Context: an optimization exercise on an open-source flow, tuned for small area, a short achievable clock period and few clock cycles per item. The choices shown serve that exercise and are no tape-out recipe. In this exercise RTL edits were held to simulation tests only and were not proved equivalent to the original. No activity file was given, so power comes from the tool's default toggle rates.

==> build 18 <==
// circular_list_engine
module circular_list_engine (
    input  logic        i_clk,
    input  logic        i_rst_n,
    input  logic        in_valid,
    output logic        in_ready,
    input  logic [2:0]  in_op,
    input  logic [31:0] in_new_value,
    input  logic [31:0] in_anchor_key,
    output logic        out_valid,
    input  logic        out_ready,
    output logic [31:0] out_element,
    output logic [1:0]  out_status,
    output logic        out_final_res,
    output logic [6:0]  out_occupancy
);
Settings: LEC_CHECK=0, CAP_MARGIN=20, CORE_MARGIN=2, CORE_UTILIZATION=45, CTS_CLUSTER_DIAMETER=80, CTS_CLUSTER_SIZE=30, SETUP_SLACK_MARGIN=2.3, SLEW_MARGIN=20, SYNTH_HIERARCHICAL=1, TNS_END_PERCENT=100; clock period 5.0 ns.
run.sh (not shown) runs the stock make flow with config.mk's settings and CLKGATE_MAP_FILE= SYNTH_SCRIPT=/design/flow/synth_recipe.tcl, a recipe that flattens the netlist after the stock synthesis.
==> build 34: changes against build 18 <==
--- a/flow/design.v
+++ b/flow/design.v
@@ -112,13 +112,13 @@
     logic        q_v;
     logic [2:0]  q_op;
     logic [31:0] q_val, q_cmp;
     logic        x_v;
     logic [2:0]  x_op;
     logic        x_st, x_hd, x_tl, x_af, x_del, x_ls;
-    logic [31:0] x_bus;   
+    logic [31:0] x_val;
     logic [N-1:0] x_m;
     logic [31:0] r_el [N];
     logic [N-1:0] r_tm;
     logic        q_epre;
     logic [6:0]  r_cnt;
     logic        r_more;
@@ -159,13 +159,13 @@
     always_comb begin
         for (int i = 0; i < N; i++) begin
             tl_pos[i]   = ~r_tm[i] & ((i == 0) ? 1'b1 : r_tm[(i == 0) ? 0 : i - 1]);
             last_pos[i] = r_tm[i] & ((i == N - 1) ? 1'b1 : ~r_tm[(i == N - 1) ? i : i + 1]);
         end
     end
-    assign bus = x_bus;
+    assign bus = op_ls ? r_el[0] : x_val;
     for (genvar i = 0; i < N; i++) begin : g_cmp
         cle_cmp u_cmp (.i_a(r_el[i]), .i_b(q_cmp), .o_eq(mr[i]));
     end
     assign col = mr & r_tm;
     assign e = op_ls ? col[0] : q_epre;
     cle_prefix u_pf (.i_m(x_m), .o_p(pf));
@@ -300,30 +300,29 @@
     end
     always_ff @(posedge i_clk) begin
         if (o_ready & i_valid) begin
             q_op  <= i_op;
             q_val <= i_new_value;
             q_cmp <= in_cmp;
-            q_epre <= (in_cmp == (adv ? q_val : x_bus));
+            q_epre <= (in_cmp == (adv ? q_val : x_val));
         end
         if (adv) begin
             x_op  <= q_op;
-            x_bus <= (q_op == cle_pkg::OP_LIST) ? el_next[0] : q_val;
+            x_val <= q_val;
             x_m   <= m_next & {{(N-1){~g_st}}, 1'b1};
             r_rem <= cnt_next - 7'd1;
             x_st  <= (q_op == cle_pkg::OP_START) |
                      ((q_op == cle_pkg::OP_INS_HD || q_op == cle_pkg::OP_INS_TL ||
                        q_op == cle_pkg::OP_INS_AF) & ~tm_next[0]);
             x_hd  <= (q_op == cle_pkg::OP_INS_HD) & tm_next[0] & ~tm_next[N-1];
             x_tl  <= (q_op == cle_pkg::OP_INS_TL) & tm_next[0] & ~tm_next[N-1];
             x_af  <= (q_op == cle_pkg::OP_INS_AF) & tm_next[0] & ~tm_next[N-1];
             x_del <= (q_op == cle_pkg::OP_DELETE) & tm_next[0];
             x_ls  <= (q_op == cle_pkg::OP_LIST) & tm_next[0];
         end else if (g_ls) begin
             r_rem <= r_rem - 7'd1;
-            x_bus <= el_next[0];
         end
         if (!o_v | i_ready) begin
             o_d <= s_v ? s_d : res;
         end else if (go) begin
             s_d <= res;
         end
- SETUP_SLACK_MARGIN: 2.3 -> 2.2
- TNS_END_PERCENT: 100 -> 20
==> build 97: changes against build 18 <==
--- a/flow/design.v
+++ b/flow/design.v
@@ -112,17 +112,16 @@
     logic        q_v;
     logic [2:0]  q_op;
     logic [31:0] q_val, q_cmp;
     logic        x_v;
     logic [2:0]  x_op;
     logic        x_st, x_hd, x_tl, x_af, x_del, x_ls;
-    logic [31:0] x_bus;   
+    logic [31:0] x_val;
     logic [N-1:0] x_m;
     logic [31:0] r_el [N];
     logic [N-1:0] r_tm;
-    logic        q_epre;
     logic [6:0]  r_cnt;
     logic        r_more;
     logic [6:0]  r_rem;
     logic        o_v, s_v;
     logic [41:0] o_d, s_d;
     logic go, empty, full, done, adv, found;
@@ -135,13 +134,12 @@
     logic [31:0] bus;
     logic        e;
     logic [41:0] res;
     logic [1:0]  st, st_f, st_n;
     logic [6:0]  occ, occ_f, occ_n, cnt_f, cnt_n, cnt_next;
     logic [N-1:0] tm_f, tm_n, tm_next;
-    logic [31:0] in_cmp;
     assign empty = ~r_tm[0];
     assign full  = r_tm[N-1];
     assign go    = x_v & ~s_v;
     assign op_start = x_st;
     assign op_hd  = x_hd;
     assign op_tl  = x_tl;
@@ -159,18 +157,18 @@
     always_comb begin
         for (int i = 0; i < N; i++) begin
             tl_pos[i]   = ~r_tm[i] & ((i == 0) ? 1'b1 : r_tm[(i == 0) ? 0 : i - 1]);
             last_pos[i] = r_tm[i] & ((i == N - 1) ? 1'b1 : ~r_tm[(i == N - 1) ? i : i + 1]);
         end
     end
-    assign bus = x_bus;
+    assign bus = op_ls ? r_el[0] : x_val;
     for (genvar i = 0; i < N; i++) begin : g_cmp
         cle_cmp u_cmp (.i_a(r_el[i]), .i_b(q_cmp), .o_eq(mr[i]));
     end
     assign col = mr & r_tm;
-    assign e = op_ls ? col[0] : q_epre;
+    assign e = (bus == q_cmp);
     cle_prefix u_pf (.i_m(x_m), .o_p(pf));
     assign found = pf[N-1];
     for (genvar i = 0; i < N; i++) begin : g_sel
         logic f_up, f_dn, f_bus, f_chg;
         assign f_up  = (i != 0) & g_hd;
         assign f_dn  = (i != N - 1) & g_ls & r_tm[(i == N - 1) ? i : i + 1];
@@ -299,39 +297,36 @@
         end
     end
     always_ff @(posedge i_clk) begin
         if (o_ready & i_valid) begin
             q_op  <= i_op;
             q_val <= i_new_value;
-            q_cmp <= in_cmp;
-            q_epre <= (in_cmp == (adv ? q_val : x_bus));
+            q_cmp <= (i_op == cle_pkg::OP_INS_AF) ? i_anchor_key : i_new_value;
         end
         if (adv) begin
             x_op  <= q_op;
-            x_bus <= (q_op == cle_pkg::OP_LIST) ? el_next[0] : q_val;
+            x_val <= q_val;
             x_m   <= m_next & {{(N-1){~g_st}}, 1'b1};
             r_rem <= cnt_next - 7'd1;
             x_st  <= (q_op == cle_pkg::OP_START) |
                      ((q_op == cle_pkg::OP_INS_HD || q_op == cle_pkg::OP_INS_TL ||
                        q_op == cle_pkg::OP_INS_AF) & ~tm_next[0]);
             x_hd  <= (q_op == cle_pkg::OP_INS_HD) & tm_next[0] & ~tm_next[N-1];
             x_tl  <= (q_op == cle_pkg::OP_INS_TL) & tm_next[0] & ~tm_next[N-1];
             x_af  <= (q_op == cle_pkg::OP_INS_AF) & tm_next[0] & ~tm_next[N-1];
             x_del <= (q_op == cle_pkg::OP_DELETE) & tm_next[0];
             x_ls  <= (q_op == cle_pkg::OP_LIST) & tm_next[0];
         end else if (g_ls) begin
             r_rem <= r_rem - 7'd1;
-            x_bus <= el_next[0];
         end
         if (!o_v | i_ready) begin
             o_d <= s_v ? s_d : res;
         end else if (go) begin
             s_d <= res;
         end
     end
-    assign in_cmp = (i_op == cle_pkg::OP_INS_AF) ? i_anchor_key : i_new_value;
     assign o_valid = o_v;
     assign {o_element, o_status, o_final, o_occupancy} = o_d;
 endmodule
 `timescale 1ns / 1ps
 module circular_list_engine (
     input  logic        i_clk,
- SETUP_SLACK_MARGIN: 2.3 -> 2.2
- TNS_END_PERCENT: 100 -> 20
==> notes.md <==
Power: build 34 > build 18 > build 97.
Maximum frequency: build 34 < build 97 < build 18.
Cell count, highest first: build 34, build 18, build 97.
Sequential share of layout area: build 97 is higher than build 34 (0.65 points).
Design area, highest first: build 18, build 34, build 97.
Between build 97 and build 18, the lower worst hold slack is in build 18 (gap 0.18 ns).
Between build 34 and build 97, the lower combinational power is in build 97 (gap about 30%, measured against build 97).
Build 34 passed the timing, design-rule and antenna checks. Build 97 produced a clean layout. Build 18 reached the layout checks and failed them: slew limit.
In global-route usage, build 34 and build 97 hardly differ.
The highest first-iteration DRC count belongs to build 18, the lowest to build 34.
Testbench counts of build 18, summed over its fixed seeds: cycles 78,932, ops 16,000.
Testbench counts of build 34, summed over its fixed seeds: cycles 78,932, ops 16,000.
Testbench counts of build 97, summed over its fixed seeds: cycles 78,932, ops 16,000.

==> separate check: timing with driven ports <==
No port has a modelled driver above. Below, the same layouts with a new extraction and two added sets of constraints. Step 1 assumes that a clkbuf_16 drives the clock port and a buf_2 every other input. Step 2 adds t to the input delays and takes it off the output delays; t is the mean of the earliest and latest rising clock arrival at the registers after step 1. Input paths then give back, and output paths get back, about the clock's delay inside the block. a / b / c = ideal ports / drivers / drivers and shift; a / b = the first two.
| run | t (ns) | setup slack, ns | clock arrival spread, ns | slew at the worst register clock pin (ns) |
|---|---|---|---|---|
| build 18 | 1.024 | 2.041 / 2.013 / 1.637 | 0.094 / 0.093 | 0.12 / 0.12 |
| build 34 | 0.984 | 1.965 / 1.955 / 1.367 | 0.100 / 0.101 | 0.12 / 0.12 |
| build 97 | 0.990 | 1.980 / 1.980 / 1.800 | 0.087 / 0.087 | 0.12 / 0.12 |
The setup slack of build 34, which loses most, moves by -0.010 ns with the drivers and by -0.598 ns with both steps.
